This is an optimization exercise on Yosys and OpenROAD, whose aim is small area, a short achievable clock period and few clock cycles per item, not a production implementation.
Only simulation tests tie the RTL to the original design; equivalence was not proved.

==> flow/design.v (outline; a module is shown in full before it is edited, if it fits) <==
// module mkc_sqrt: 56 lines
// module mkc_sqsum_b: 1067 lines
// module mkc_sqsum_c: 200 lines
// module mkc_lane: 165 lines
// module mst_k_clustering_distance: 577 lines
module mst_k_clustering_distance
#(
  parameter int unsigned MAX_POINTS = 32,
  parameter int unsigned COORD_BITS = 16
) (
  input  logic                 clk_i,
  input  logic                 rst_ni,
  input  logic                 in_valid_i,
  output logic                 in_ready_o,
  input  logic [mkc_pkg::XW-1:0]        point_x_i,
  input  logic [mkc_pkg::XW-1:0]        point_y_i,
  input  logic                 last_point_i,
  output logic                 out_valid_o,
  input  logic                 out_ready_i,
  output logic [mkc_pkg::SQ_OUT_W-1:0]  squared_spacing_o,
  output logic [mkc_pkg::FIX_OUT_W-1:0] spacing_fixed_o,
  output logic                 bad_count_o,
  input  logic                 cfg_we_i,
  input  logic [mkc_pkg::KW-1:0]        cfg_data_i
);
  // ...
==> flow/run.sh <==
#!/bin/bash
# synth_recipe.tcl (not shown) runs the flow's synth.tcl, then flattens the netlist and writes it again
# the make line also repeats each setting of config.mk as NAME=value (left out here)
make -C /OpenROAD-flow-scripts/flow DESIGN_CONFIG=/design/flow/config.mk WORK_HOME=/design/flow/orfs CLKGATE_MAP_FILE= SYNTH_SCRIPT=/design/flow/synth_recipe.tcl finish
==> flow/config.mk <==
export PLATFORM = sky130hd
export DESIGN_NAME = mst_k_clustering_distance
export DESIGN_NICKNAME = mst_k_clustering_distance
export VERILOG_FILES = /design/flow/design.v
export SDC_FILE = /design/flow/constraint.sdc
export NUM_CORES = 4
export LEC_CHECK = 0
export ABC_CLOCK_PERIOD_IN_PS = 3800
export CAP_MARGIN = 20
export CORE_MARGIN = 2
export CORE_UTILIZATION = 40
export CTS_BUF_LIST = sky130_fd_sc_hd__clkbuf_4 sky130_fd_sc_hd__clkbuf_8
export SETUP_SLACK_MARGIN = 4.3
export SLEW_MARGIN = 20
==> flow/constraint.sdc <==
create_clock -name core_clock -period 8.0 [get_ports {clk_i}]
set_input_delay 1.6000 -clock core_clock [delete_from_list [all_inputs] [get_ports {clk_i}]]
set_output_delay 1.6000 -clock core_clock [all_outputs]
set_load 0.01 [all_outputs]
==> results.toml, run 1 <==
[clock_network]
postCtsSetupBuffers = 279
cts_max_level = 6
clkSinkCount = 3745
clk-insertion-delay-late_ns = 1.31
numCtsBuffers = 647

[die]
core_area_sq_um = 489000

[placed_design]
routabilityCongestion = 0.959
place_ws_ns = 2.55
port_buffers = 117

[global_routing]
grtUsageTotal = 0.236
met2_usage = 0.375
grt.busiest_layer = "met2"
grt_use_met3 = 0.0407

[logic_synthesis]
ys_ff_latch = 3745
synth_top_cell_area_share = 0.387
yosysMostFrequentCell = "edfxtp_1"

[run_status]
status = "complete, no violations"

[timing]
fmax_mhz = 243
setup_viol = 0
relSlewSlack = 0.204
skew_ns = 0.0972

[worst_setup_path]
path_max_fanout = 6
crit_arrival_ns = 5.28
crit_path_start = "best_q[19]$_DFFE_PP_"
crit_path_cell_trace = "inv_2, ha_4, and3_4, a221o_1, a221oi_2, o211ai_1, a221o_1, nand2_2, o211ai_4, buf_12, buf_12, buf_16, buf_6, mux2i_4, mux2i_4, buf_12, mux2i_4, nor2_1"

[cells_and_area]
fin_nets = 18319
clock_area_frac = 0.0592
nNonClkBuffers = 807
Testbench counts, summed over its fixed seeds: cycles 37,022, sets 192.
==> module mst_k_clustering_distance, before the edit <==
module mst_k_clustering_distance
#(
  parameter int unsigned MAX_POINTS = 32,
  parameter int unsigned COORD_BITS = 16
) (
  input  logic                 clk_i,
  input  logic                 rst_ni,
  input  logic                 in_valid_i,
  output logic                 in_ready_o,
  input  logic [mkc_pkg::XW-1:0]        point_x_i,
  input  logic [mkc_pkg::XW-1:0]        point_y_i,
  input  logic                 last_point_i,
  output logic                 out_valid_o,
  input  logic                 out_ready_i,
  output logic [mkc_pkg::SQ_OUT_W-1:0]  squared_spacing_o,
  output logic [mkc_pkg::FIX_OUT_W-1:0] spacing_fixed_o,
  output logic                 bad_count_o,
  input  logic                 cfg_we_i,
  input  logic [mkc_pkg::KW-1:0]        cfg_data_i
);
  localparam int unsigned NL   = mkc_pkg::NL;
  localparam int unsigned XW   = mkc_pkg::XW;
  localparam int unsigned KEYW = mkc_pkg::KEYW;
  localparam int unsigned EW   = mkc_pkg::EW;
  localparam int unsigned KW   = mkc_pkg::KW;
  localparam int unsigned CW   = 6;                
  localparam int unsigned LW   = (NL > 1) ? $clog2(NL) : 1;
  localparam logic [KEYW-1:0] INF = '1;
  typedef enum logic [3:0] {
    ST_LOAD, ST_ISSUE, ST_W0, ST_W1, ST_W2, ST_WB1, ST_WB2, ST_SHIFT, ST_RES,
    ST_FIN1, ST_FIN2
  } state_e;
  localparam int unsigned TK = 7;
  state_e          state_q;
  logic [KW-1:0]   k_q;
  logic [CW-1:0]   cnt_q;           
  logic            root_q;          
  logic [LW-1:0]   lp_q;            
  logic            in_v_q, in_last_q;
  logic [XW-1:0]   in_x_q, in_y_q;
  logic [KW-1:0]   kset_q;
  logic            round0_q;        
  logic            selm_q;          
  logic            dirmax_q;        
  logic [CW-1:0]   left_q;          
  logic [XW-1:0]   nx_q, ny_q;
  logic            best_v_q;
  logic [EW-1:0]   best_q;
  logic            wpend_q;
  logic            pk1_q, pk2_q, spend_q;    
  logic [KEYW-1:0] wreg_q;
  logic [LW-1:0]   wlane_q;
  logic [CW-1:0]   sc_q;
  logic            res_bad_q;
  logic [KEYW-1:0] res_sq_q;
  logic            out_valid_q;
  logic            out_bad_q;
  logic [KEYW-1:0] out_sq_q;
  logic [32:0]     out_root_q;
  logic [TK-1:0][KEYW-1:0] tk_q;
  logic [TK-1:0]           tkv_q;
  logic [TK-1:0]           tk_gt;
  logic                    tk_ins_q;
  logic [KEYW-1:0]         tk_w_q;
  logic                    use_tk;
  logic [NL-1:0][CW-1:0] act_q, cl_q, rem_q, act_eff;
  logic [NL-1:0]         iss_q;           
  logic [NL-1:0]         in_lane_q;       
  logic [NL-1:0]         donor_d1_q;      
  logic                  fix_q;           
  logic [1:0]            cat_q;           
  logic                  fwd_q;           
  logic                  more_w1, fast_ok;
  logic            in_fire;
  logic            ld_issue;        
  logic            round_end;
  logic            going_on;        
  logic            to_res;
  logic [CW-1:0]   n_pts, c_pts;
  logic            bad_now;
  logic [CW-1:0]   max_act;
  logic [NL-1:0]           issue, src_in, ret_ld, ret_w, shift_all, set_occ;
  logic [NL-1:0][EW-1:0]   ret_d;
  logic [NL-1:0]           d_v;
  logic [NL-1:0][EW-1:0]   d_e;
  logic [NL-1:0][KEYW-1:0] d_dist;
  logic [NL-1:0]           d_lt;
  logic                    lanes_clear;
  assign in_ready_o = (state_q == ST_LOAD) && !in_last_q;
  assign in_fire    = in_valid_i && in_ready_o;
  assign ld_issue   = |in_lane_q;
  always_ff @(posedge clk_i or negedge rst_ni) begin
    if (!rst_ni) begin
      k_q       <= mkc_pkg::K_RESET;
      in_v_q    <= 1'b0;
      in_last_q <= 1'b0;
    end else begin
      if (cfg_we_i) k_q <= cfg_data_i;
      in_v_q <= in_fire && (cnt_q != CW'(MAX_POINTS));
      if (in_fire) in_last_q <= last_point_i;
      else if (state_q != ST_LOAD) in_last_q <= 1'b0;
    end
  end
  always_ff @(posedge clk_i) begin
    in_x_q <= point_x_i;
    in_y_q <= point_y_i;
  end
  localparam int unsigned NC = NL + 1;
  logic [NC-1:0]           cv;
  logic [NC-1:0][KEYW-1:0] ck;
  logic [NC-1:0][EW-1:0]   ce;
  logic [NC-1:0]           win;
  logic                    anyv;
  logic [EW-1:0]           best_next;
  logic [NL-1:0]           donor_now;
  logic [NL-1:0][KEYW-1:0] nk;
  logic [NC-1:0][NC-1:0]   blt;
  always_comb begin
    cv[0] = best_v_q;
    ck[0] = best_q[KEYW-1:0];
    ce[0] = best_q;
    for (int l = 0; l < NL; l++) begin
      nk[l] = d_lt[l] ? d_dist[l] : d_e[l][KEYW-1:0];
      cv[l+1] = d_v[l];
      ck[l+1] = nk[l];
      ce[l+1] = {d_e[l][EW-1:KEYW], nk[l]};
    end
    for (int a = 0; a < NC; a++) begin
      for (int b = 0; b < NC; b++) begin
        logic k_k, k_d, d_k, d_d;
        blt[b][a] = 1'b0;
        if (b > a && a == 0) begin
          k_k = d_e[b-1][KEYW-1:0] < ck[0];
          d_k = d_dist[b-1] < ck[0];
          blt[b][a] = d_lt[b-1] ? d_k : k_k;
        end else if (b > a) begin
          k_k = d_e[b-1][KEYW-1:0] < d_e[a-1][KEYW-1:0];
          k_d = d_e[b-1][KEYW-1:0] < d_dist[a-1];
          d_k = d_dist[b-1] < d_e[a-1][KEYW-1:0];
          d_d = d_dist[b-1] < d_dist[a-1];
          blt[b][a] = d_lt[b-1] ? (d_lt[a-1] ? d_d : d_k) : (d_lt[a-1] ? k_d : k_k);
        end
      end
    end
    for (int a = 0; a < NC; a++) begin
      win[a] = cv[a];
      for (int b = 0; b < NC; b++) begin
        if (b > a) win[a] = win[a] && (!cv[b] || !blt[b][a]);
        if (b < a) win[a] = win[a] && (!cv[b] || blt[a][b]);
      end
    end
    anyv = |cv;
    best_next = best_q;
    for (int a = 0; a < NC; a++) begin
      if (win[a]) best_next = ce[a];
    end
    for (int l = 0; l < NL; l++) begin
      donor_now[l] = d_v[l] && win[l+1] && !best_v_q;
      ret_d[l]  = win[l+1] ? best_q : ce[l+1];
      ret_ld[l] = d_v[l] && (!win[l+1] || best_v_q);
      ret_w[l]  = 1'b0;
      if (wpend_q && (donor_idx == LW'(l))) begin
        ret_ld[l] = 1'b1;
        ret_w[l]  = 1'b1;
        ret_d[l]  = {{(EW-KEYW){1'b0}}, wreg_q};
      end
    end
  end
  assign n_pts   = cnt_q;
  assign c_pts   = cnt_q - CW'(1);
  logic          bad_q, usetk_q, dmax_q, c2_q, c3_q;
  logic [CW-1:0] pcount_q;
  logic [TK-1:0] tksel_q;
  always_ff @(posedge clk_i) begin
    if (state_q == ST_W0 && round0_q) begin
      bad_q    <= (kset_q < KW'(2)) || (kset_q > KW'(n_pts));
      usetk_q  <= (kset_q <= KW'(TK + 1));
      dmax_q   <= dmax;
      pcount_q <= pcount;
      c2_q     <= (c_pts > CW'(1));
      c3_q     <= (c_pts >= CW'(3));
      for (int i = 0; i < TK; i++) tksel_q[i] <= (kset_q == KW'(i + 2));
    end
  end
  assign bad_now = bad_q;
  assign use_tk  = usetk_q;
  logic [CW-1:0] max_cl, max_fix;
  logic [NL-1:0][CW-1:0] act_fix;
  logic [NL-1:0][CW-1:0] am1_q, act_d;    
  logic res_go, early_go, sqrt_start;
  always_comb begin
    for (int l = 0; l < NL; l++) begin
      act_d[l] = (donor_d1_q[l] ? am1_q[l] : act_q[l]) + CW'(in_lane_q[l]);
      if (early_go || res_go) act_d[l] = '0;
      if (state_q == ST_SHIFT && shift_last) act_d[l] = cl_q[l];
    end
  end
  always_comb begin
    max_act = '0;
    max_cl  = '0;
    max_fix = '0;
    for (int l = 0; l < NL; l++) if (cl_q[l] > max_cl) max_cl = cl_q[l];
    for (int l = 0; l < NL; l++) begin
      act_eff[l] = donor_d1_q[l] ? am1_q[l] : act_q[l];
      act_fix[l] = act_eff[l];
      if (act_q[l] > max_act) max_act = act_q[l];
      if (act_fix[l] > max_fix) max_fix = act_fix[l];
    end
  end
  logic [NL-1:0] dly_fix, dly_act, dly_cl;
  logic          fix_ge3, fix_ge4, act_ge3, act_ge4, act_le1, cl_ge3, cl_ge4;
  always_comb begin
    dly_fix = '0;
    dly_act = '0;
    dly_cl  = '0;
    fix_ge3 = 1'b0;
    fix_ge4 = 1'b0;
    act_ge3 = 1'b0;
    act_ge4 = 1'b0;
    act_le1 = 1'b1;
    cl_ge3  = 1'b0;
    cl_ge4  = 1'b0;
    for (int l = 0; l < NL; l++) begin
      for (int o = 0; o < NL; o++) begin
        if (act_fix[o] > act_fix[l]) dly_fix[l] = 1'b1;
        if (act_q[o] > act_q[l]) dly_act[l] = 1'b1;
        if (cl_q[o] > cl_q[l]) dly_cl[l] = 1'b1;
      end
      if (act_fix[l] >= CW'(3)) fix_ge3 = 1'b1;
      if (act_fix[l] >= CW'(4)) fix_ge4 = 1'b1;
      if (act_q[l] >= CW'(3)) act_ge3 = 1'b1;
      if (act_q[l] >= CW'(4)) act_ge4 = 1'b1;
      if (act_q[l] > CW'(1)) act_le1 = 1'b0;
      if (cl_q[l] >= CW'(3)) cl_ge3 = 1'b1;
      if (cl_q[l] >= CW'(4)) cl_ge4 = 1'b1;
    end
  end
  assign round_end = (state_q == ST_W2);
  assign more_w1   = (state_q == ST_W1) && !(round0_q && bad_now) &&
                     (round0_q ? c2_q : (left_q != '0));
  logic all_rem0;
  always_comb begin
    fast_ok  = fix_ge3;
    all_rem0 = 1'b1;
    for (int l = 0; l < NL; l++) begin
      if (act_fix[l] == CW'(1)) fast_ok = 1'b0;
      if (rem_q[l] != '0) all_rem0 = 1'b0;
    end
  end
  assign going_on  = round_end && !(round0_q && bad_now) &&
                     (round0_q ? c2_q : (left_q != '0));
  logic          all_done, fix_done;
  logic [NL-1:0] fix_iss, occ_nz;
  always_comb begin
    all_done = (state_q == ST_ISSUE) && !fix_q;
    fix_done = 1'b1;
    for (int l = 0; l < NL; l++) begin
      fix_iss[l] = fix_q && (act_fix[l] != '0) && occ_nz[l];
      if (act_fix[l] != CW'(fix_iss[l])) fix_done = 1'b0;
      issue[l]  = iss_q[l] || in_lane_q[l] || fix_iss[l];
      src_in[l] = in_lane_q[l];
      if (rem_q[l] != '0) all_done = 1'b0;
    end
  end
  logic [CW-1:0] pcount;    
  logic          dmax;
  assign dmax   = ({kset_q, 1'b0} <= KW'(n_pts) + KW'(2));
  assign pcount = dmax ? CW'(kset_q) - CW'(1) : n_pts - CW'(kset_q) + CW'(1);
  logic          shift_last;
  logic [NL-1:0] shift_more;
  assign shift_last = !(|shift_more);
  logic [LW-1:0] donor_q, donor_idx;
  always_comb begin
    donor_idx = donor_q;
    for (int l = 0; l < NL; l++) if (donor_d1_q[l]) donor_idx = LW'(l);
  end
  always_ff @(posedge clk_i or negedge rst_ni) begin
    if (!rst_ni) begin
      state_q   <= ST_LOAD;
      cnt_q     <= '0;
      root_q    <= 1'b0;
      lp_q      <= '0;
      round0_q  <= 1'b1;
      selm_q    <= 1'b0;
      dirmax_q  <= 1'b0;
      left_q    <= '0;
      best_v_q  <= 1'b0;
      wpend_q   <= 1'b0;
      pk1_q     <= 1'b0;
      pk2_q     <= 1'b0;
      spend_q   <= 1'b0;
      wlane_q   <= '0;
      donor_q   <= '0;
      sc_q      <= '0;
      act_q     <= '0;
      am1_q     <= '1;
      cl_q      <= '0;
      rem_q     <= '0;
      iss_q     <= '0;
      in_lane_q <= '0;
      donor_d1_q <= '0;
      fix_q     <= 1'b0;
      cat_q     <= 2'd0;
      fwd_q     <= 1'b0;
      kset_q    <= '0;
    end else begin
      wpend_q <= 1'b0;
      pk1_q   <= 1'b0;
      pk2_q   <= pk1_q;
      spend_q <= pk2_q;
      donor_q <= donor_idx;
      if (anyv) best_v_q <= 1'b1;
      donor_d1_q <= donor_now;
      fix_q      <= 1'b0;
      in_lane_q  <= '0;
      for (int l = 0; l < NL; l++) begin
        act_q[l] <= act_d[l];
        am1_q[l] <= act_d[l] - CW'(1);
        if (in_lane_q[l]) cl_q[l] <= cl_q[l] + CW'(1);
        iss_q[l] <= (rem_q[l] != '0);
        if (rem_q[l] != '0) rem_q[l] <= rem_q[l] - CW'(1);
        if (fix_q) begin
          iss_q[l] <= (act_fix[l] != CW'(fix_iss[l]));
          rem_q[l] <= act_fix[l] - CW'(fix_iss[l]) - CW'(act_fix[l] != CW'(fix_iss[l]));
        end
      end
      unique case (state_q)
        ST_LOAD: begin
          if (in_fire && cnt_q != CW'(MAX_POINTS)) begin
            cnt_q <= cnt_q + CW'(1);
            if (cnt_q != '0) begin
              for (int l = 0; l < NL; l++) in_lane_q[l] <= (lp_q == LW'(l));
              lp_q <= (lp_q == LW'(NL - 1)) ? '0 : lp_q + LW'(1);
            end
          end
          if (in_v_q) root_q <= 1'b1;
          if (in_last_q) begin
            kset_q  <= k_q;
            state_q <= ST_W0;
          end
        end
        ST_ISSUE: if (all_done || (fix_q && fix_done)) state_q <= ST_W0;
        ST_W0:    state_q <= ST_W1;
        ST_W1: begin
          state_q <= ST_W2;
          if (more_w1 && (round0_q ? c3_q : (cat_q != 2'd0)) && fast_ok) begin
            fwd_q  <= 1'b1;
            cat_q  <= fix_ge4 ? 2'd2 : 2'd1;
            for (int l = 0; l < NL; l++) begin
              if (dly_fix[l]) begin
                iss_q[l] <= 1'b0;
                rem_q[l] <= act_fix[l];
              end else begin
                iss_q[l] <= 1'b1;
                rem_q[l] <= act_fix[l] - CW'(1);
              end
            end
          end
        end
        ST_W2: begin
          best_v_q <= 1'b0;
          round0_q <= 1'b0;
          if (round0_q) begin
            dirmax_q <= dmax_q;
          end
          if (!selm_q && !(round0_q && bad_now)) begin
            wpend_q <= 1'b1;
          end
          if (round0_q) left_q <= c_pts - CW'(2);
          else if (left_q != '0) left_q <= left_q - CW'(1);
          if (going_on && fwd_q) begin
            fwd_q   <= 1'b0;
            state_q <= all_rem0 ? ST_W0 : ST_ISSUE;
          end else if (going_on && ((round0_q ? !c3_q : (cat_q == 2'd0)) ||
                                    act_le1)) begin
            state_q <= ST_ISSUE;
            fix_q   <= 1'b1;
            cat_q   <= 2'd0;
            for (int l = 0; l < NL; l++) begin
              iss_q[l] <= 1'b0;
              rem_q[l] <= '0;
            end
          end else if (going_on) begin
            state_q <= ST_ISSUE;
            cat_q   <= act_ge4 ? 2'd2 : act_ge3 ? 2'd1 : 2'd0;
            for (int l = 0; l < NL; l++) begin
              if (dly_act[l]) begin
                iss_q[l] <= 1'b0;
                rem_q[l] <= act_q[l];
              end else begin
                iss_q[l] <= 1'b1;
                rem_q[l] <= act_q[l] - CW'(1);
              end
            end
          end else if (round0_q && bad_now) begin
            state_q <= ST_RES;
          end else if (!selm_q && use_tk && sqrt_idle) begin
            state_q  <= ST_LOAD;
            pk1_q    <= 1'b1;
            wpend_q  <= 1'b0;
            donor_d1_q <= '0;
            cnt_q    <= '0;
            root_q   <= 1'b0;
            lp_q     <= '0;
            round0_q <= 1'b1;
            cl_q     <= '0;
            rem_q    <= '0;
          end else if (!selm_q && use_tk) begin
            state_q <= ST_FIN1;
          end else if (!selm_q) begin
            state_q <= ST_WB1;
          end else begin
            state_q <= ST_RES;
          end
        end
        ST_FIN1:  state_q <= ST_FIN2;
        ST_FIN2:  state_q <= ST_RES;
        ST_WB1:   state_q <= ST_WB2;
        ST_WB2: begin
          state_q <= ST_SHIFT;
          sc_q    <= '0;
        end
        ST_SHIFT: begin
          sc_q <= sc_q + CW'(1);
          if (shift_last) begin
            state_q <= ST_ISSUE;
            selm_q  <= 1'b1;
            left_q  <= pcount_q - CW'(1);
            cat_q   <= cl_ge4 ? 2'd2 : cl_ge3 ? 2'd1 : 2'd0;
            for (int l = 0; l < NL; l++) begin
              if (dly_cl[l]) begin
                rem_q[l] <= cl_q[l];
                iss_q[l] <= 1'b0;
              end else begin
                rem_q[l] <= cl_q[l] - CW'(1);
                iss_q[l] <= 1'b1;
              end
            end
          end
        end
        ST_RES: begin
          if (sqrt_idle) begin
            state_q  <= ST_LOAD;
            cnt_q    <= '0;
            root_q   <= 1'b0;
            lp_q     <= '0;
            round0_q <= 1'b1;
            selm_q   <= 1'b0;
            cl_q     <= '0;
            rem_q    <= '0;
            best_v_q <= 1'b0;
          end
        end
        default: state_q <= ST_LOAD;
      endcase
    end
  end
  always_ff @(posedge clk_i) begin
    if (state_q == ST_LOAD && in_v_q && !root_q) begin
      nx_q <= in_x_q;
      ny_q <= in_y_q;
    end else if (round_end) begin
      nx_q <= best_next[EW-1 -: XW];
      ny_q <= best_next[EW-XW-1 -: XW];
    end
    if (anyv) best_q <= best_next;
    if (round_end) begin
      wreg_q <= (round0_q ? dmax_q : dirmax_q) ? ~best_next[KEYW-1:0] : best_next[KEYW-1:0];
    end
    if (round_end && selm_q) begin
      res_sq_q <= dirmax_q ? ~best_next[KEYW-1:0] : best_next[KEYW-1:0];
    end
    if (state_q == ST_FIN2 || pk2_q) res_sq_q <= tk_pick;
    if (round_end && round0_q && bad_now) res_sq_q <= '0;
    if (round_end) res_bad_q <= round0_q && bad_now;
  end
  logic        sqrt_idle, sqrt_full, sqrt_take, out_free;
  logic [33:0] sqrt_root;
  assign res_go      = (state_q == ST_RES) && sqrt_idle;
  assign early_go    = round_end && !going_on && !(round0_q && bad_now) && !selm_q &&
                       use_tk && sqrt_idle;
  assign lanes_clear = res_go || early_go;
  assign sqrt_start  = res_go || spend_q;
  logic [KEYW-1:0] tk_pick;    
  always_comb begin
    tk_pick = '0;
    for (int i = 0; i < TK; i++) begin
      tk_gt[i] = tkv_q[i] && (tk_q[i] > tk_w_q);
      if (tksel_q[i]) tk_pick = tk_q[i];
    end
  end
  always_ff @(posedge clk_i or negedge rst_ni) begin
    if (!rst_ni) begin
      tk_ins_q <= 1'b0;
      tkv_q    <= '0;
    end else begin
      tk_ins_q <= round_end && !selm_q;
      if (res_go || pk2_q) tkv_q <= '0;
      else if (tk_ins_q) tkv_q <= {tkv_q[TK-2:0], 1'b1};
    end
  end
  always_ff @(posedge clk_i) begin
    tk_w_q <= best_next[KEYW-1:0];
    if (tk_ins_q) begin
      for (int i = 0; i < TK; i++) begin
        if (!tk_gt[i]) tk_q[i] <= (i == 0 || tk_gt[(i + TK - 1) % TK]) ? tk_w_q : tk_q[(i + TK - 1) % TK];
      end
    end
  end
  for (genvar l = 0; l < NL; l++) begin : g_lane
    localparam int unsigned SL = (MAX_POINTS - 1 - l + NL - 1) / NL;
    logic [SL-1:0] therm;
    for (genvar i = 0; i < SL; i++) begin : g_t
      assign therm[i] = (CW'(i) < cl_q[l]);
    end
    assign shift_more[l] = (sc_q + CW'(1) < CW'(SL) - cl_q[l]);
    mkc_lane #(.S(SL)) u_lane (
      .clk_i       (clk_i),
      .rst_ni      (rst_ni),
      .clear_i     (lanes_clear),
      .issue_i     (issue[l]),
      .src_in_i    (src_in[l]),
      .in_elem_i   ({in_x_q, in_y_q, INF}),
      .nx_i        (nx_q),
      .ny_i        (ny_q),
      .fwd_i       (fwd_q && state_q == ST_W2),
      .csel_i      (win),
      .cand_i      (ce),
      .keep_key_i  (selm_q),
      .ret_ld_i    (ret_ld[l]),
      .ret_w_i     (ret_w[l]),
      .ret_i       (ret_d[l]),
      .shift_all_i (state_q == ST_SHIFT && sc_q < CW'(SL) - cl_q[l]),
      .set_occ_i   (state_q == ST_SHIFT && shift_last),
      .occ_therm_i (therm),
      .occ_nz_o    (occ_nz[l]),
      .d_valid_o   (d_v[l]),
      .d_elem_o    (d_e[l]),
      .d_dist_o    (d_dist[l]),
      .d_lt_o      (d_lt[l])
    );
  end
  assign out_free  = !out_valid_q || out_ready_i;
  assign sqrt_take = sqrt_full && out_free;
  mkc_sqrt u_sqrt (
    .clk_i   (clk_i),
    .rst_ni  (rst_ni),
    .start_i (sqrt_start),
    .value_i ({3'b000, res_sq_q}),
    .take_i  (sqrt_take),
    .idle_o  (sqrt_idle),
    .full_o  (sqrt_full),
    .root_o  (sqrt_root)
  );
  logic        hold_bad_q;
  logic [KEYW-1:0] hold_sq_q;
  always_ff @(posedge clk_i) begin
    if (sqrt_start) begin
      hold_bad_q <= res_bad_q;
      hold_sq_q  <= res_sq_q;
    end
    if (sqrt_take) begin
      out_bad_q  <= hold_bad_q;
      out_sq_q   <= hold_sq_q;
      out_root_q <= sqrt_root[32:0];
    end
  end
  always_ff @(posedge clk_i or negedge rst_ni) begin
    if (!rst_ni) out_valid_q <= 1'b0;
    else if (sqrt_take) out_valid_q <= 1'b1;
    else if (out_ready_i) out_valid_q <= 1'b0;
  end
  assign out_valid_o       = out_valid_q;
  assign squared_spacing_o = {1'b0, out_sq_q};
  assign spacing_fixed_o   = out_root_q;
  assign bad_count_o       = out_bad_q;
endmodule
==> run 2: changes to the inputs <==
--- a/flow/design.v
+++ b/flow/design.v
@@ -1527,7 +1527,7 @@
   localparam logic [KEYW-1:0] INF = '1;
   typedef enum logic [3:0] {
     ST_LOAD, ST_ISSUE, ST_W0, ST_W1, ST_W2, ST_WB1, ST_WB2, ST_SHIFT, ST_RES,
-    ST_FIN1, ST_FIN2
+    ST_FIN1, ST_FIN2, ST_SELR
   } state_e;
   localparam int unsigned TK = 7;
   state_e          state_q;
@@ -1543,11 +1543,11 @@
   logic            dirmax_q;        
   logic [CW-1:0]   left_q;          
   logic [XW-1:0]   nx_q, ny_q;
+  logic            np_ld_q;         
   logic            best_v_q;
   logic [EW-1:0]   best_q;
   logic            wpend_q;
   logic            pk1_q, pk2_q, spend_q;    
-  logic [KEYW-1:0] wreg_q;
   logic [LW-1:0]   wlane_q;
   logic [CW-1:0]   sc_q;
   logic            res_bad_q;
@@ -1560,7 +1560,6 @@
   logic [TK-1:0]           tkv_q;
   logic [TK-1:0]           tk_gt;
   logic                    tk_ins_q;
-  logic [KEYW-1:0]         tk_w_q;
   logic                    use_tk;
   logic [NL-1:0][CW-1:0] act_q, cl_q, rem_q, act_eff;
   logic [NL-1:0]         iss_q;           
@@ -1585,7 +1584,8 @@
   logic [NL-1:0][KEYW-1:0] d_dist;
   logic [NL-1:0]           d_lt;
   logic                    lanes_clear;
-  assign in_ready_o = (state_q == ST_LOAD) && !in_last_q;
+  logic in_ready_q;
+  assign in_ready_o = in_ready_q;
   assign in_fire    = in_valid_i && in_ready_o;
   assign ld_issue   = |in_lane_q;
   always_ff @(posedge clk_i or negedge rst_ni) begin
@@ -1593,7 +1593,10 @@
       k_q       <= mkc_pkg::K_RESET;
       in_v_q    <= 1'b0;
       in_last_q <= 1'b0;
+      in_ready_q <= 1'b1;
     end else begin
+      if (lanes_clear) in_ready_q <= 1'b1;
+      else if (in_fire && last_point_i) in_ready_q <= 1'b0;
       if (cfg_we_i) k_q <= cfg_data_i;
       in_v_q <= in_fire && (cnt_q != CW'(MAX_POINTS));
       if (in_fire) in_last_q <= last_point_i;
@@ -1661,7 +1664,7 @@
       if (wpend_q && (donor_idx == LW'(l))) begin
         ret_ld[l] = 1'b1;
         ret_w[l]  = 1'b1;
-        ret_d[l]  = {{(EW-KEYW){1'b0}}, wreg_q};
+        ret_d[l]  = {{(EW-KEYW){1'b0}}, dirmax_q ? ~best_q[KEYW-1:0] : best_q[KEYW-1:0]};
       end
     end
   end
@@ -1785,6 +1788,7 @@
       left_q    <= '0;
       best_v_q  <= 1'b0;
       wpend_q   <= 1'b0;
+      np_ld_q   <= 1'b0;
       pk1_q     <= 1'b0;
       pk2_q     <= 1'b0;
       spend_q   <= 1'b0;
@@ -1804,6 +1808,7 @@
       kset_q    <= '0;
     end else begin
       wpend_q <= 1'b0;
+      np_ld_q <= going_on;
       pk1_q   <= 1'b0;
       pk2_q   <= pk1_q;
       spend_q <= pk2_q;
@@ -1909,9 +1914,10 @@
           end else if (!selm_q) begin
             state_q <= ST_WB1;
           end else begin
-            state_q <= ST_RES;
+            state_q <= ST_SELR;
           end
         end
+        ST_SELR:  state_q <= ST_RES;
         ST_FIN1:  state_q <= ST_FIN2;
         ST_FIN2:  state_q <= ST_RES;
         ST_WB1:   state_q <= ST_WB2;
@@ -1958,17 +1964,12 @@
     if (state_q == ST_LOAD && in_v_q && !root_q) begin
       nx_q <= in_x_q;
       ny_q <= in_y_q;
-    end else if (round_end) begin
-      nx_q <= best_next[EW-1 -: XW];
-      ny_q <= best_next[EW-XW-1 -: XW];
+    end else if (np_ld_q) begin
+      nx_q <= best_q[EW-1 -: XW];
+      ny_q <= best_q[EW-XW-1 -: XW];
     end
     if (anyv) best_q <= best_next;
-    if (round_end) begin
-      wreg_q <= (round0_q ? dmax_q : dirmax_q) ? ~best_next[KEYW-1:0] : best_next[KEYW-1:0];
-    end
-    if (round_end && selm_q) begin
-      res_sq_q <= dirmax_q ? ~best_next[KEYW-1:0] : best_next[KEYW-1:0];
-    end
+    if (state_q == ST_SELR) res_sq_q <= dirmax_q ? ~best_q[KEYW-1:0] : best_q[KEYW-1:0];
     if (state_q == ST_FIN2 || pk2_q) res_sq_q <= tk_pick;
     if (round_end && round0_q && bad_now) res_sq_q <= '0;
     if (round_end) res_bad_q <= round0_q && bad_now;
@@ -1984,7 +1985,7 @@
   always_comb begin
     tk_pick = '0;
     for (int i = 0; i < TK; i++) begin
-      tk_gt[i] = tkv_q[i] && (tk_q[i] > tk_w_q);
+      tk_gt[i] = tkv_q[i] && (tk_q[i] > best_q[KEYW-1:0]);
       if (tksel_q[i]) tk_pick = tk_q[i];
     end
   end
@@ -1999,10 +2000,9 @@
     end
   end
   always_ff @(posedge clk_i) begin
-    tk_w_q <= best_next[KEYW-1:0];
     if (tk_ins_q) begin
       for (int i = 0; i < TK; i++) begin
-        if (!tk_gt[i]) tk_q[i] <= (i == 0 || tk_gt[(i + TK - 1) % TK]) ? tk_w_q : tk_q[(i + TK - 1) % TK];
+        if (!tk_gt[i]) tk_q[i] <= (i == 0 || tk_gt[(i + TK - 1) % TK]) ? best_q[KEYW-1:0] : tk_q[(i + TK - 1) % TK];
       end
     end
   end
@@ -2020,8 +2020,8 @@
       .issue_i     (issue[l]),
       .src_in_i    (src_in[l]),
       .in_elem_i   ({in_x_q, in_y_q, INF}),
-      .nx_i        (nx_q),
-      .ny_i        (ny_q),
+      .nx_i        (np_ld_q ? best_q[EW-1 -: XW] : nx_q),
+      .ny_i        (np_ld_q ? best_q[EW-XW-1 -: XW] : ny_q),
       .fwd_i       (fwd_q && state_q == ST_W2),
       .csel_i      (win),
       .cand_i      (ce),
--- a/flow/config.mk
+++ b/flow/config.mk
@@ -9,6 +9,5 @@
 export CAP_MARGIN = 20
 export CORE_MARGIN = 2
 export CORE_UTILIZATION = 40
-export CTS_BUF_LIST = sky130_fd_sc_hd__clkbuf_4 sky130_fd_sc_hd__clkbuf_8
-export SETUP_SLACK_MARGIN = 4.3
+export SETUP_SLACK_MARGIN = 4.0
 export SLEW_MARGIN = 20
==> run 2 against run 1 <==
Net effect: synthesized cell count fell by 1.5%; critical path depth did not move; largest cell class unchanged; final area fell by 4.2%.
==> results.toml, run 2 <==
[run_status]
status = "complete, no violations"

[logic_synthesis]
synth_edf_count = 2464
synthArstFlopShare = 0.0557
ys_ff_latch = 3681
synth_top_flop_cell = "edfxtp_1"
synthesis.area_sq_um = 193000
synth_area_leaders = "edfxtp_1 38%, mux2_2 13%, dfxtp_1 10%, ha_1 7.3%, fa_1 5.7%"
synth_commonest_cells = "2,464 x edfxtp_1, 2,155 x mux2_2, 1,125 x ha_1"
synth_area_leader_cell = "edfxtp_1"
ys_warn_count = 4
avgSynthCellArea_sq_um = 12.4
yosysMostFrequentCell = "edfxtp_1"
synth.distinct_cells = 110
synth_top_cell_area_share = 0.383
syn_inst = 15559
syn_nets = 17283
ys_seq_area_frac = 0.514

[global_routing]
antenna_found_initial = 21
grt_overflow_total = 0
grtUsageTotal = 0.223
grt_max_degree = 88
grt_pass1_vias = 123972
grt_pass1_wl_mm = 826

[timing]
setup_viol = 0
relSlewSlack = 0.0806
tns_ns = 0
skew_ns = 0.0901
rsz0062_at_grt = "true"
worst_pin_slew_ns = 1.38
fin_crit_sh = 0.543
fin_crit_ns = 4.35
fmax_mhz = 230
hold_viol = 0
drv_slew = 0
fin_hold_ws_ns = 0.290

[worst_setup_path]
start_kind = "flop"
crit_type = "reg2reg"
r2r_start = "np_ld_q$_DFF_PN0_"
crit_path_end_kind = "flop"
path_max_fanout = 5
cp.required_ns = 8.84
crit_arrival_ns = 5.19
crit_path_start = "np_ld_q$_DFF_PN0_"

[hold_path]
hold_path.class = "reg2reg"
worstHoldStart = "g_lane[0].u_lane.a_elem_q[15]$_SDFF_PP1_"

[cells_and_area]
seqCellArea_sq_um = 99500
instances_no_fill = 22660
drive_gt1_frac = 0.248
largest_register = "g_lane.u_lane.slot_q"
multi_input_area_sq_um = 89400
fin_nets = 17603
fillers = 43386
largest_register_ffs = 2015
synthToLayoutAreaGrowth_pct = 14.9
mostFrequentLayoutCell = "edfxtp_1"
layout_common_cells = "2,464 x edfxtp_1, 2,152 x mux2_2, 1,097 x ha_1"
largestRegisters = "g_lane.u_lane.slot_q: 2015 flops, tk_q: 231 flops, g_lane.u_lane.b_heap_q: 188 flops"

[clock_network]
clk_pin_slew_ns = 0.06
clockRootBuffer = "clkbuf_16"
clk-insertion-delay-late_ns = 1.02
numCtsBuffers = 403
cts_max_level = 5
cts_tree = "built"
clockBufferDepth = 4
clkSinkCount = 3681

[placed_design]
dp_hpwl_mm = 385
port_buffers = 117
routabilityCongestion = 0.945
dp.cells = 21500

[detailed_routing]
top_layer_used = "met5"
wl_met2_mm = 257
viasPerCell = 5.50
drt_first_iter_violations = 10739
drt-total-wl_mm = 565
wl_met3_mm = 31.9
post_drt_wl_per_cell_microns = 24.9
ant_nets = 0
drtPass1Iterations = 7
m1WireLength_mm = 244
num_vias = 124605
drcViolationCount = 0

[die]
dieArea_sq_um = 489000
initial_utilization = 0.401
rows = 255
die_y_microns = 699
core_area_sq_um = 482000
die_width_microns = 699
ios = 119

[flow_run]
maxCapViolCount = 0
## run 2: changes by cell type in the layout (fill, tap and decap cells not counted), sizes merged, moves of 42 or more
| cell | change |
|---|---|
| nand2 | -122 |
| clkdlybuf4s50 | +69 |
| a21oi | -61 |
| edfxtp | -65 |
| nor3 | -47 |
| mux2 | -71 |
| clkbuf | -415 |
| dlygate4sd2 | -42 |
| buf | -163 |
| mux2i | +69 |
| inv | -94 |
| o221ai | -60 |
## run 2: kinds of logic after synthesis
family	after synthesis	share of synthesized area
multiplexers	2395	0.138
flip-flops	3681	0.514
buffers and inverters	1873	0.0401
XOR/XNOR	496	0.0225
AO/OA/AOI/OAI	2356	0.0775
adder cells (fa/ha/maj)	1675	0.130
AND/OR/NAND/NOR	3082	0.0781
other	1	0.0000194
## run 2: worst paths after layout
kind,endpoint,cells past startpoint,slack [ns]
min,g_lane[0].u_lane.b_elem_q[15]$_DFF_P_,0,0.29
max,g_lane[0].u_lane.a_my_q[14]$_DFF_P_,18,3.65
min in group asynchronous,kset_q[4]$_DFFE_PN0P_,1,0.57
max reg2reg,g_lane[0].u_lane.a_my_q[14]$_DFF_P_,18,3.65
min reg2reg,g_lane[0].u_lane.b_elem_q[15]$_DFF_P_,0,0.29
max in group asynchronous,cl_q[0]$_DFF_PN0_,2,5.83
## run 2: area by class of cell
type	instances	share of cell area
Clock inverter	206	0.00981
Multi-Input combinational cell	10039	0.402
Inverter	1097	0.0191
Tap cell	6425	0.0362
Timing Repair Buffer	657	0.0328
Antenna cell	8	0.0000901
Clock buffer	547	0.0518
Sequential cell	3681	0.448
## run 2: repair_timing
action                                  4_1_cts  5_1_grt
endpoints found under the setup margin     4756     3400
gates cloned                                 43       31
pin swaps                                    86      138
hold buffers                                  0        0
resized for setup                           457      332
setup buffers                               214      110
## run 2: routing by layer
layer  up-vias  global-route usage
li1      56755                   -
met5         -                   0
met3      1088              0.0264
met2      3942               0.358
met1     62812               0.298
met4         8               0.111
## run 2: worst max-delay path, stage by stage, from the launching register on
cell and delay, ns:
dfrtp_4 0.54, buf_12 0.18, mux2_4 0.35, ha_4 0.18, inv_2 0.06, fa_2 0.20, a21o_1 0.13, a21oi_2 0.06
nor2b_1 0.19, o31a_1 0.19, o21a_1 0.14, o21a_1 0.20, or3_4 0.17, a311oi_2 0.09, mux2_4 0.29, a222oi_1 0.52
o211ai_4 0.25, clkbuf_16 0.24, xor2_1 0.16
## run 2: stage by stage
step                      worst slack [ns]  cell area (sq um)   util
after global placement                2.36             201000  0.417
after detailed placement              2.31             201000  0.417
after floorplan                       4.00             194000      -
after CTS                             3.69             219000  0.455
after global routing                  3.56             222000  0.461
final                                 3.65             222000  0.461
Testbench counts of run 2, summed over its fixed seeds: cycles 37,022, sets 192.
==> run 3: changes to the inputs <==
--- a/flow/config.mk
+++ b/flow/config.mk
@@ -9,5 +9,5 @@
 export CAP_MARGIN = 20
 export CORE_MARGIN = 2
 export CORE_UTILIZATION = 40
-export SETUP_SLACK_MARGIN = 4.0
+export SETUP_SLACK_MARGIN = 4.2
 export SLEW_MARGIN = 20
==> run 3 against run 2 <==
Net effect: still clean on timing, DRC and antenna; final area is 2.3% higher; first-iteration DRC count is 12% higher; non-clock buffer count is 157 higher; final cell count is 0.90% higher; global-route usage is 1.5 points higher; sequential share of layout area is 0.98 points lower; hold slack better by 0.023 ns; synthesized area stayed put.
==> results.toml, run 3 <==
[logic_synthesis]
syn_nets = 17283
synth_area_leaders = "edfxtp_1 38%, mux2_2 13%, dfxtp_1 10%, ha_1 7.3%, fa_1 5.7%"
yosysMostFrequentCell = "edfxtp_1"
avgSynthCellArea_sq_um = 12.4
synth_edf_count = 2464
synth_area_leader_cell = "edfxtp_1"
synthArstFlopShare = 0.0557
synth_top_flop_cell = "edfxtp_1"
ys_warn_count = 4
synthesis.area_sq_um = 193000
ys_ff_latch = 3681
synth_top_cell_area_share = 0.383
ys_seq_area_frac = 0.514
synth.distinct_cells = 110
syn_inst = 15559
synth_commonest_cells = "2,464 x edfxtp_1, 2,155 x mux2_2, 1,125 x ha_1"

[detailed_routing]
drt_first_iter_violations = 12056
ant_nets = 0
drcViolationCount = 0
viasPerCell = 5.57
post_drt_wl_per_cell_microns = 26.6
num_vias = 127271
drt-total-wl_mm = 607
drtPass1Iterations = 6

[timing]
tns_ns = 0
worst_pin_slew_ns = 1.16
hold_viol = 0
relSlewSlack = 0.226
fmax_mhz = 227
fin_crit_sh = 0.551
fin_crit_ns = 4.41
setup_viol = 0
rsz0062_at_grt = "true"
drv_slew = 0
skew_ns = 0.0711

[cells_and_area]
mostFrequentLayoutCell = "edfxtp_1"
drive_gt1_frac = 0.268
largest_register_ffs = 2015
synthToLayoutAreaGrowth_pct = 17.6
largest_register = "g_lane.u_lane.slot_q"
fin_nets = 17794
largestRegisters = "g_lane.u_lane.slot_q: 2015 flops, tk_q: 231 flops, g_lane.u_lane.b_heap_q: 188 flops"
fin_util = 0.472
layout_common_cells = "2,464 x edfxtp_1, 2,046 x mux2_2, 1,080 x ha_1"

[clock_network]
cts_tree = "built"
clkSinkCount = 3681
clk_pin_slew_ns = 0.06
cts_max_level = 5
clockRootBuffer = "clkbuf_16"
clockBufferDepth = 4
clk-insertion-delay-late_ns = 1.02
hold_buffers = 0
numCtsBuffers = 400

[global_routing]
grt_overflow_total = 0
grtUsageTotal = 0.238
grt_pass1_vias = 125618
grt_max_degree = 150
antenna_found_initial = 42
grt_pass1_wl_mm = 870

[die]
die_y_microns = 699
core_area_sq_um = 482000
initial_utilization = 0.401
ios = 119
dieArea_sq_um = 489000
die_width_microns = 699
rows = 255

[worst_setup_path]
rr_worst_depth = 17
cp.required_ns = 8.88
timing.rr.end = "g_lane[0].u_lane.a_my_q[15]$_DFF_P_"
crit_arrival_ns = 5.28
start_kind = "flop"
cp.buffers_inverters = 3
crit_path_start = "g_lane[0].u_lane.slot_q[33]$_DFFE_PP_"
path_max_fanout = 8
cp-endpoint = "g_lane[0].u_lane.a_my_q[15]$_DFF_P_"
crit_path_cell_trace = "inv_2, ha_1, fa_2, nor2b_1, o21a_1, o21ai_1, a211o_1, a31oi_4, a21o_1, a21o_1, a211oi_1, mux2_2, a222oi_1, o211ai_4, buf_12, buf_16, xor2_1"
cpMaxStageDelayCell = "edfxtp_1"
crit_path_end_kind = "flop"
cp_slowest_stage_delay_ns = 0.58
cp_common_cell = "a21o_1"
ff2ff_setup_slack_ns = 3.59
cpLargestDelayFamily = "compound AO/OA/AOI/OAI gates"
cp.depth = 17
crit_type = "reg2reg"
r2r_start = "g_lane[0].u_lane.slot_q[33]$_DFFE_PP_"

[run_status]
status = "complete, no violations"

[hold_path]
worstHoldPathCells = 0
hold_path.class = "reg2reg"

[placed_design]
dp_hpwl_mm = 400
port_buffers = 117
routabilityCongestion = 0.987

[flow_run]
maxCapViolCount = 0
==> run 3: per-stage QoR <==
| step | hold slack, ns | std cells | setup slack, ns | instance area, sq um |
|---|---|---|---|---|
| 2_1_floorplan | 0.310 | 15559 | 4.21 | 194000 |
| 3_3_place_gp | 0.310 | 21516 | 2.30 | 201000 |
| 3_5_place_dp | 0.312 | 21517 | 2.17 | 201000 |
| 4_1_cts | 0.315 | 22635 | 3.59 | 222000 |
| 5_1_grt | 0.322 | 22858 | 3.47 | 227000 |
| 6_report | 0.313 | 22864 | 3.59 | 227000 |
==> run 3: cells by family (layout without fill, tap and decap cells) <==
group,Yosys count,after routing,synth area share
flops,3681,3681,0.514
simple gates,3082,3152,0.0781
mux,2395,2395,0.138
compound gates,2356,2357,0.0775
buf+inv,1873,2662,0.0401
fa+ha+maj,1675,1675,0.130
xor+xnor,496,496,0.0225
other cells,1,21,0.0000194
==> run 3: metal layers <==
metal / up-vias / share of wire / global-route usage
li1: 57197 / - / -
met1: 64468 / 0.43 / 0.324
met2: 4389 / 0.45 / 0.381
met3: 1209 / 0.062 / 0.0293
met4: 8 / 0.056 / 0.106
met5: - / 0.000081 / 0
==> run 3: timing repair <==
item,in CTS,in global routing
endpoints found under the setup margin,4880,3885
gates cloned,110,46
pin swaps,213,199
setup buffers,257,163
resized for setup,841,586
==> run 3: worst register-to-register path, delay by kind of cell, from the launching register on <==
family,cells,cell delay (ns)
compound gates,9,2.06
mux,1,0.27
simple gates,1,0.14
fa+ha+maj,2,0.64
xor+xnor,1,0.16
buf+inv,3,0.45
flops,1,0.58
==> run 3: worst min-delay path by stage <==
stage	startpoint	to	slack [ns]
after CTS	g_lane[1].u_lane.b_elem_q[51]$_DFF_P_	g_lane[1].u_lane.c_elem_q[51]$_DFF_P_	0.32
after floorplan	g_lane[0].u_lane.a_elem_q[0]$_SDFF_PP1_	g_lane[0].u_lane.b_elem_q[0]$_DFF_P_	0.31
after global placement	g_lane[1].u_lane.b_elem_q[60]$_DFF_P_	g_lane[1].u_lane.c_elem_q[60]$_DFF_P_	0.31
final	g_lane[1].u_lane.a_elem_q[27]$_SDFF_PP1_	g_lane[1].u_lane.b_elem_q[27]$_DFF_P_	0.31
after global routing	g_lane[1].u_lane.b_elem_q[51]$_DFF_P_	g_lane[1].u_lane.c_elem_q[51]$_DFF_P_	0.32
after detailed placement	g_lane[1].u_lane.a_elem_q[7]$_SDFF_PP1_	g_lane[1].u_lane.b_elem_q[7]$_DFF_P_	0.31
==> run 3: area by class of cell <==
cell class | instances | area, sq um
Antenna cell | 20 | 50.0
Tap cell | 6425 | 8040
Multi-Input combinational cell | 10076 | 91900
Timing Repair Buffer | 814 | 10300
Inverter | 1097 | 4220
Clock buffer | 529 | 10900
Clock inverter | 222 | 2270
Fill cell | 42990 | 254000
Sequential cell | 3681 | 99600

## static timing again, ports no longer ideal
How much do the figures lean on ideal ports? The routed layouts below were timed once more, with nothing changed but the port constraints. Step 1 (the two cells are an assumption about what drives the block):
set clk [get_ports {clk_i}]
set_driving_cell -lib_cell sky130_fd_sc_hd__clkbuf_16 $clk
set_driving_cell -lib_cell sky130_fd_sc_hd__buf_2 [delete_from_list [all_inputs] $clk]
Step 2 also shifts input and output timing later by t, the mid clock arrival at the registers, as if the neighbouring blocks saw the same clock. Slacks: ideal ports / drivers / drivers and shift; pairs: ideal ports / drivers.
run | t, ns | slack for setup (ns) | hold slack, ns | latest minus earliest clock arrival (ns)
run 1 | 1.381 | 3.893 / 3.893 / 3.893 | 0.285 / 0.233 / 0.294 | 0.102 / 0.102
run 2 | 1.105 | 3.652 / 3.652 / 3.652 | 0.290 / 0.290 / 0.290 | 0.106 / 0.106
run 3 | 1.105 | 3.593 / 3.593 / 3.593 | 0.313 / 0.313 / 0.313 | 0.082 / 0.082
After both steps every run listed still meets setup and hold.
